From an optimization exercise on the open Yosys and OpenROAD flow, aimed at small area, a short achievable clock period and few clock cycles per item; shortcuts taken in it are not production practice. The RTL was checked by simulation tests, not by an equivalence proof against the original design. Power figures rest on the tool's default switching activity, not on a simulated workload.

$ cat design/flow/run.sh
#!/bin/bash
# synth_recipe.tcl (not shown) runs the flow's synth.tcl, then flattens the netlist and writes it again
# the make line also repeats each setting of config.mk as NAME=value (left out here)
make -C /OpenROAD-flow-scripts/flow DESIGN_CONFIG=/design/flow/config.mk WORK_HOME=/design/flow/orfs CLKGATE_MAP_FILE= SYNTH_SCRIPT=/design/flow/synth_recipe.tcl finish
$ cat design/flow/config.mk
export PLATFORM = sky130hd
export DESIGN_NAME = roberts_stream_conv_ctrl
export DESIGN_NICKNAME = roberts_stream_conv_ctrl
export VERILOG_FILES = /design/flow/design.v
export SDC_FILE = /design/flow/constraint.sdc
export NUM_CORES = 4
export LEC_CHECK = 0
export CAP_MARGIN = 20
export CORE_MARGIN = 2
export CORE_UTILIZATION = 40
export SLEW_MARGIN = 20
$ cat design/flow/constraint.sdc
create_clock -name core_clock -period 12.0 [get_ports {clk}]
set_input_delay 2.4000 -clock core_clock [delete_from_list [all_inputs] [get_ports {clk}]]
set_output_delay 2.4000 -clock core_clock [all_outputs]
set_load 0.01 [all_outputs]
$ cat design/flow/design.v
module roberts_stream_conv_ctrl #(
  parameter int ROWS = 512,
  parameter int COLS = 512,
  parameter int CW   = 10
) (
  input  logic       clk,
  input  logic       rst,
  input  logic       k_wr_en,
  input  logic [1:0] k_wr_idx,
  input  logic [7:0] k_wr_data,
  input  logic       start,
  output logic       busy,
  output logic       done,
  input  logic       s_valid,
  output logic       s_ready,
  input  logic [7:0] s_data,
  output logic       m_valid,
  input  logic       m_ready,
  output logic [7:0] m_data,
  output logic       m_last
);
  localparam int LBW = (COLS > 1) ? $clog2(COLS) : 1;
  localparam logic [CW-1:0] LAST_ROW = ROWS - 1;
  localparam logic [CW-1:0] LAST_COL = COLS - 1;
  typedef enum logic [1:0] {IDLE, RUN, DRAIN, DONE} state_t;
  state_t          state_q, state_d;
  logic [3:0][7:0] k_q, k_d;
  logic [CW-1:0]   row_q, row_d, col_q, col_d;
  logic [7:0]      a_q, a_d, c_q, c_d;
  logic            mv_q, mv_d, ml_q, ml_d;
  logic [7:0]      md_q, md_d;
  logic [7:0] lb_mem [COLS];
  logic [7:0] b_pix;
  logic in_hs, out_hs, last_px, border;
  logic signed [16:0] p00, p01, p10, p11;
  logic signed [18:0] sum;
  logic        [18:0] mag;
  logic        [7:0]  clamped;
  function automatic logic signed [16:0] pmul(input logic [7:0] p, input logic [7:0] k);
    logic signed [16:0] pe, ke;
    pe = $signed({9'b0, p});
    ke = $signed({{9{k[7]}}, k});
    pmul = pe * ke;
  endfunction
  assign s_ready = (state_q == RUN) && (!mv_q || m_ready);
  assign in_hs   = s_valid && s_ready;
  assign out_hs  = mv_q && m_ready;
  assign last_px = (row_q == LAST_ROW) && (col_q == LAST_COL);
  assign border  = (row_q == '0) || (col_q == '0) || (row_q == LAST_ROW) || (col_q == LAST_COL);
  assign b_pix = lb_mem[col_q[LBW-1:0]];
  assign p00 = pmul(a_q,    k_q[0]);
  assign p01 = pmul(b_pix,  k_q[1]);
  assign p10 = pmul(c_q,    k_q[2]);
  assign p11 = pmul(s_data, k_q[3]);
  assign sum = p00 + p01 + p10 + p11;
  assign mag = sum[18] ? -sum : sum;
  assign clamped = (mag > 19'd255) ? 8'hFF : mag[7:0];
  assign busy    = (state_q != IDLE);
  assign done    = (state_q == DONE);
  assign m_valid = mv_q;
  assign m_data  = md_q;
  assign m_last  = ml_q;
  always_comb begin
    state_d = state_q;
    k_d     = k_q;
    row_d   = row_q;
    col_d   = col_q;
    a_d     = a_q;
    c_d     = c_q;
    mv_d    = mv_q;
    md_d    = md_q;
    ml_d    = ml_q;
    case (state_q)
      IDLE: begin
        if (k_wr_en) k_d[k_wr_idx] = k_wr_data;
        if (start) begin
          state_d = RUN;
          row_d   = '0;
          col_d   = '0;
        end
      end
      RUN:     if (in_hs && last_px) state_d = DRAIN;
      DRAIN:   if (out_hs && ml_q)   state_d = DONE;
      DONE:    state_d = IDLE;
      default: state_d = IDLE;
    endcase
    if (in_hs) begin
      mv_d = 1'b1;
      md_d = border ? 8'd0 : clamped;
      ml_d = last_px;
      a_d  = b_pix;    
      c_d  = s_data;   
      if (col_q == LAST_COL) begin
        col_d = '0;
        row_d = (row_q == LAST_ROW) ? '0 : row_q + 1'b1;
      end else begin
        col_d = col_q + 1'b1;
      end
    end else if (out_hs) begin
      mv_d = 1'b0;
      ml_d = 1'b0;
    end
  end
  always_ff @(posedge clk or posedge rst) begin
    if (rst) begin
      state_q <= IDLE;
      k_q     <= '0;
      row_q   <= '0;
      col_q   <= '0;
      a_q     <= '0;
      c_q     <= '0;
      mv_q    <= 1'b0;
      md_q    <= '0;
      ml_q    <= 1'b0;
    end else begin
      state_q <= state_d;
      k_q     <= k_d;
      row_q   <= row_d;
      col_q   <= col_d;
      a_q     <= a_d;
      c_q     <= c_d;
      mv_q    <= mv_d;
      md_q    <= md_d;
      ml_q    <= ml_d;
    end
  end
  always_ff @(posedge clk) begin
    if (in_hs) lb_mem[col_q[LBW-1:0]] <= s_data;
  end
endmodule
==> results.txt <==
==> stage by stage <==
stage               area (sq um)  hold slack, ns
global route              194000           0.558
finish                    194000           0.532
detailed placement        180000           0.522
floorplan                 172000           0.478
global placement          180000           0.507
CTS                       194000           0.528
==> power by group through the flow <==
stage / combinational (mW) / clock [mW] / sequential [mW]
after floorplan: 21.2 / 0 / 16.5
after global placement: 28.0 / 0 / 16.7
after detailed placement: 28.2 / 0 / 16.7
after CTS: 28.3 / 13.1 / 16.4
after global routing: 30.1 / 13.7 / 16.4
final: 27.9 / 13.0 / 16.4
==> layout by cell type, fill, tap and decap left out, types with 30 or more instances in the layout <==
cell | Yosys | layout
dfrtp_1 | 80 | 74
inv_1 | 348 | 346
a22o_1 | 40 | 40
buf_12 | 0 | 57
buf_4 | 27 | 206
nand2_1 | 252 | 251
nor2b_1 | 31 | 30
clkinv_2 | 0 | 74
bufinv_16 | 0 | 44
edfxtp_1 | 4096 | 4096
a21oi_1 | 37 | 37
clkinv_1 | 1 | 87
ha_1 | 167 | 167
clkbuf_1 | 237 | 70
nor2_1 | 565 | 559
fa_1 | 234 | 234
nand3_1 | 71 | 55
and2_1 | 134 | 134
mux4_2 | 1300 | 1300
clkbuf_16 | 0 | 417
o21ai_0 | 51 | 49
==> cells by family (layout without fill, tap and decap cells) <==
family | count (synthesis) | count (layout) | share of synthesized area
buffers and inverters | 801 | 1409 | 0.0212
AOI/OAI and AO/OA | 252 | 252 | 0.0104
and+or+nand+nor | 1156 | 1156 | 0.0298
xor gates and xnor gates | 24 | 24 | 0.00122
DFF | 4176 | 4176 | 0.727
adders and majority gates | 401 | 401 | 0.0394
muxes | 1321 | 1321 | 0.171
other | 0 | 7 | 0
==> path summary, 6_finish.rpt <==
kind                                           start              endpoint  depth (start not counted)
worst max register to register  col_q[0]$_DFFE_PP0P_   md_q[0]$_DFFE_PP0P_                         34
worst max-delay path            col_q[0]$_DFFE_PP0P_   md_q[0]$_DFFE_PP0P_                         34
worst min-delay path              row_q[3]$_DFF_PP0_    row_q[3]$_DFF_PP0_                          1
min in group asynchronous                        rst      ml_q$_DFFE_PP0P_                          2
max in group asynchronous                        rst  col_q[4]$_DFFE_PP0P_                          3
worst min register to register    row_q[3]$_DFF_PP0_    row_q[3]$_DFF_PP0_                          1
==> timing repair <==
action | CTS | global route
buffers inserted | 0 | 2
gates resized for setup | 0 | 1
setup endpoints to repair | 0 | 8
==> layout make-up <==
cell class | instances | area (sq um)
diodes | 7 | 17.5
clock buffers | 491 | 10800
inverters | 349 | 1320
flip-flops and latches | 4176 | 125000
clock inverters | 267 | 2730
repair buffers | 302 | 3140
well taps | 5687 | 7120
fillers | 35400 | 234000
multi-input cells | 3154 | 43700
==> flip-flops by register name (all words and copies together), names as in the netlist <==
name	cells
a_q	8
c_q	8
col_q	10
k_q	32
lb_mem	4096
md_q	8
ml_q	1
mv_q	1
row_q	10
state_q	2
==> per-layer routing <==
metal  track usage  up-vias  wire (um)
met5             0        -         23
met4        0.0538        4      11800
met3        0.0339      569      34500
met2         0.324     3497     214000
met1         0.286    44800     181000
li1              -    33600          -
==> reports/metrics.yaml <==
grt:
  grt_max_degree: 222
  grt_pass1_wl_um: 633000
  antenna_found_initial: 20
  gr-total-overflow: 0
  grt_pass1_vias: 84700
  grtUsageTotal: 0.201
sta:
  tightest_slew_ns: 1.16
  finalCritPeriodShare: 0.961
  slew_viol_final: 0
  rsz0062_at_grt: "no"
  fin_skew_ns: 0.0681
  finalHoldViolations: 0
  setup_slack_ns: 0.468
  timing.slew.headroom: 0.224
  finalSetupViolCount: 0
  layout_min_cycle_time_ns: 11.53
  max_freq_mhz: 86.7
  final.setup.tns_ns: 0
logic_synthesis:
  syn_area_sq_um: 172000
  seq_area_frac_synth: 0.727
  synth_enable_flop_cells: 4096
  ys_warn_count: 1
  yosysMostFrequentCell: "edfxtp_1"
  async_reset_ff_frac: 0.0192
  syn_area_per_cell_sq_um: 21.2
  synth_cell_type_count: 72
  ys_top_cells_by_area: "edfxtp_1 (72%), mux4_2 (17%), fa_1 (2.7%), nor2_1 (1.2%), ha_1 (1.2%)"
  synth_commonest_cells: "edfxtp_1 (4096), mux4_2 (1300), nor2_1 (565), inv_1 (348), nand2_1 (252)"
  yosys_register_bits: 4176
  synth_top_cell_by_area: "edfxtp_1"
  synth_nets: 8556
  netlist_instances: 8131
  synth_top_area_frac: 0.715
  synthFlopType: "edfxtp_1"
critical_path:
  cp.required_ns: 12.85
  path_class: "flop to flop"
  cpMostUsedCell: "fa_1"
  cp-start-kind: "flop"
  cp_num_buf_inv: 7
  end_kind: "flop"
  slowest_delay_ns: 0.56
  critPathSlowestCell: "mux4_2"
  r2r_slack_ns: 0.47
  crit_arrival_ns: 12.38
  cpLargestDelayFamily: "adder cells"
  path_max_fanout: 32
power_and_ir_drop:
  power.leakage_nw: 60.4
  combPwrFrac: 0.488
  swShare: 0.389
  power.switching_mw: 22.3
  pwr_density_cell_nw_per_um2: 296
  internal-power_mw: 35.0
  vdd_drop_max_mv: 1.75
  p_seq_frac: 0.286
  clockPowerShare: 0.226
  power.total_mw: 57.3
status:
  outcome: "timing/DRC/antenna clean"
floorplanning:
  die_w_um: 660
  dieHeight_um: 660
  row_count: 240
  core_sq_um: 428000
  die_area_sq_um: 435000
  io_pins: 37
  initial_core_util: 0.402
clocking:
  cts_hold_buf: 0
  cts_tree: "done"
  cts_buffers: 413
  cts-root-buf: "clkbuf_16"
  clk-insertion-delay-late_ns: 1.02
  cts.sinks: 4176
  clk_path_buf_depth: 4
  ctsHtreeMaxLevel: 5
  clkTransAtPathRegs_ns: 0.07
place:
  port_buffers: 36
  dp_hpwl_um: 276000
  dp_cells: 13700
  dp_slack_ns: 0.301
  gp_congestion: 0.847
route:
  drt_iter0_drc: 10100
  wl_per_cell_um: 30.5
  drc_errors: 0
  routed_via_density: 5.71
  wirelength_um: 441000
  ant_nets: 0
  vias: 82400
  first_pass_iters: 6
finish:
  drive_gt1_frac: 0.255
  layout.nets: 8821
  areaGrowthSynthToFinish_pct: 12.6
  fin_cells: 14400
  fin_util: 0.453
job:
  maxCapViolations: 0
worst_hold_path:
  worstHoldPathType: "flop to flop"
Testbench counts, summed over its fixed seeds: cycles 2,097,176, items 2,097,152.

re-timing with driven ports:
Ports are ideal in the flow. The routed layout listed here was re-timed in OpenROAD.
Step 1 (the two cells are an assumption about what drives the block):
set clk [get_ports {clk}]
set_driving_cell -lib_cell sky130_fd_sc_hd__clkbuf_16 $clk
set_driving_cell -lib_cell sky130_fd_sc_hd__buf_2 [delete_from_list [all_inputs] $clk]
Step 2, shift: input delay + t, output delay - t, t = (earliest + latest rising clock arrival at the registers) / 2. This alone moves slack from input paths to output paths.
Slacks: ideal / step 1 / step 2; pairs: ideal / step 1.
shift t [ns]: 1.093
slack for setup (ns): 0.468 / 0.468 / 0.468
worst setup path after step 2: register to register
slew at the worst register clock pin (ns): 0.07 / 0.07
cell pins on the clock port's net: 1
After both steps this run still meets setup and hold. The setup slack of this run moves by 0.000 ns with the drivers and by 0.000 ns with both steps.
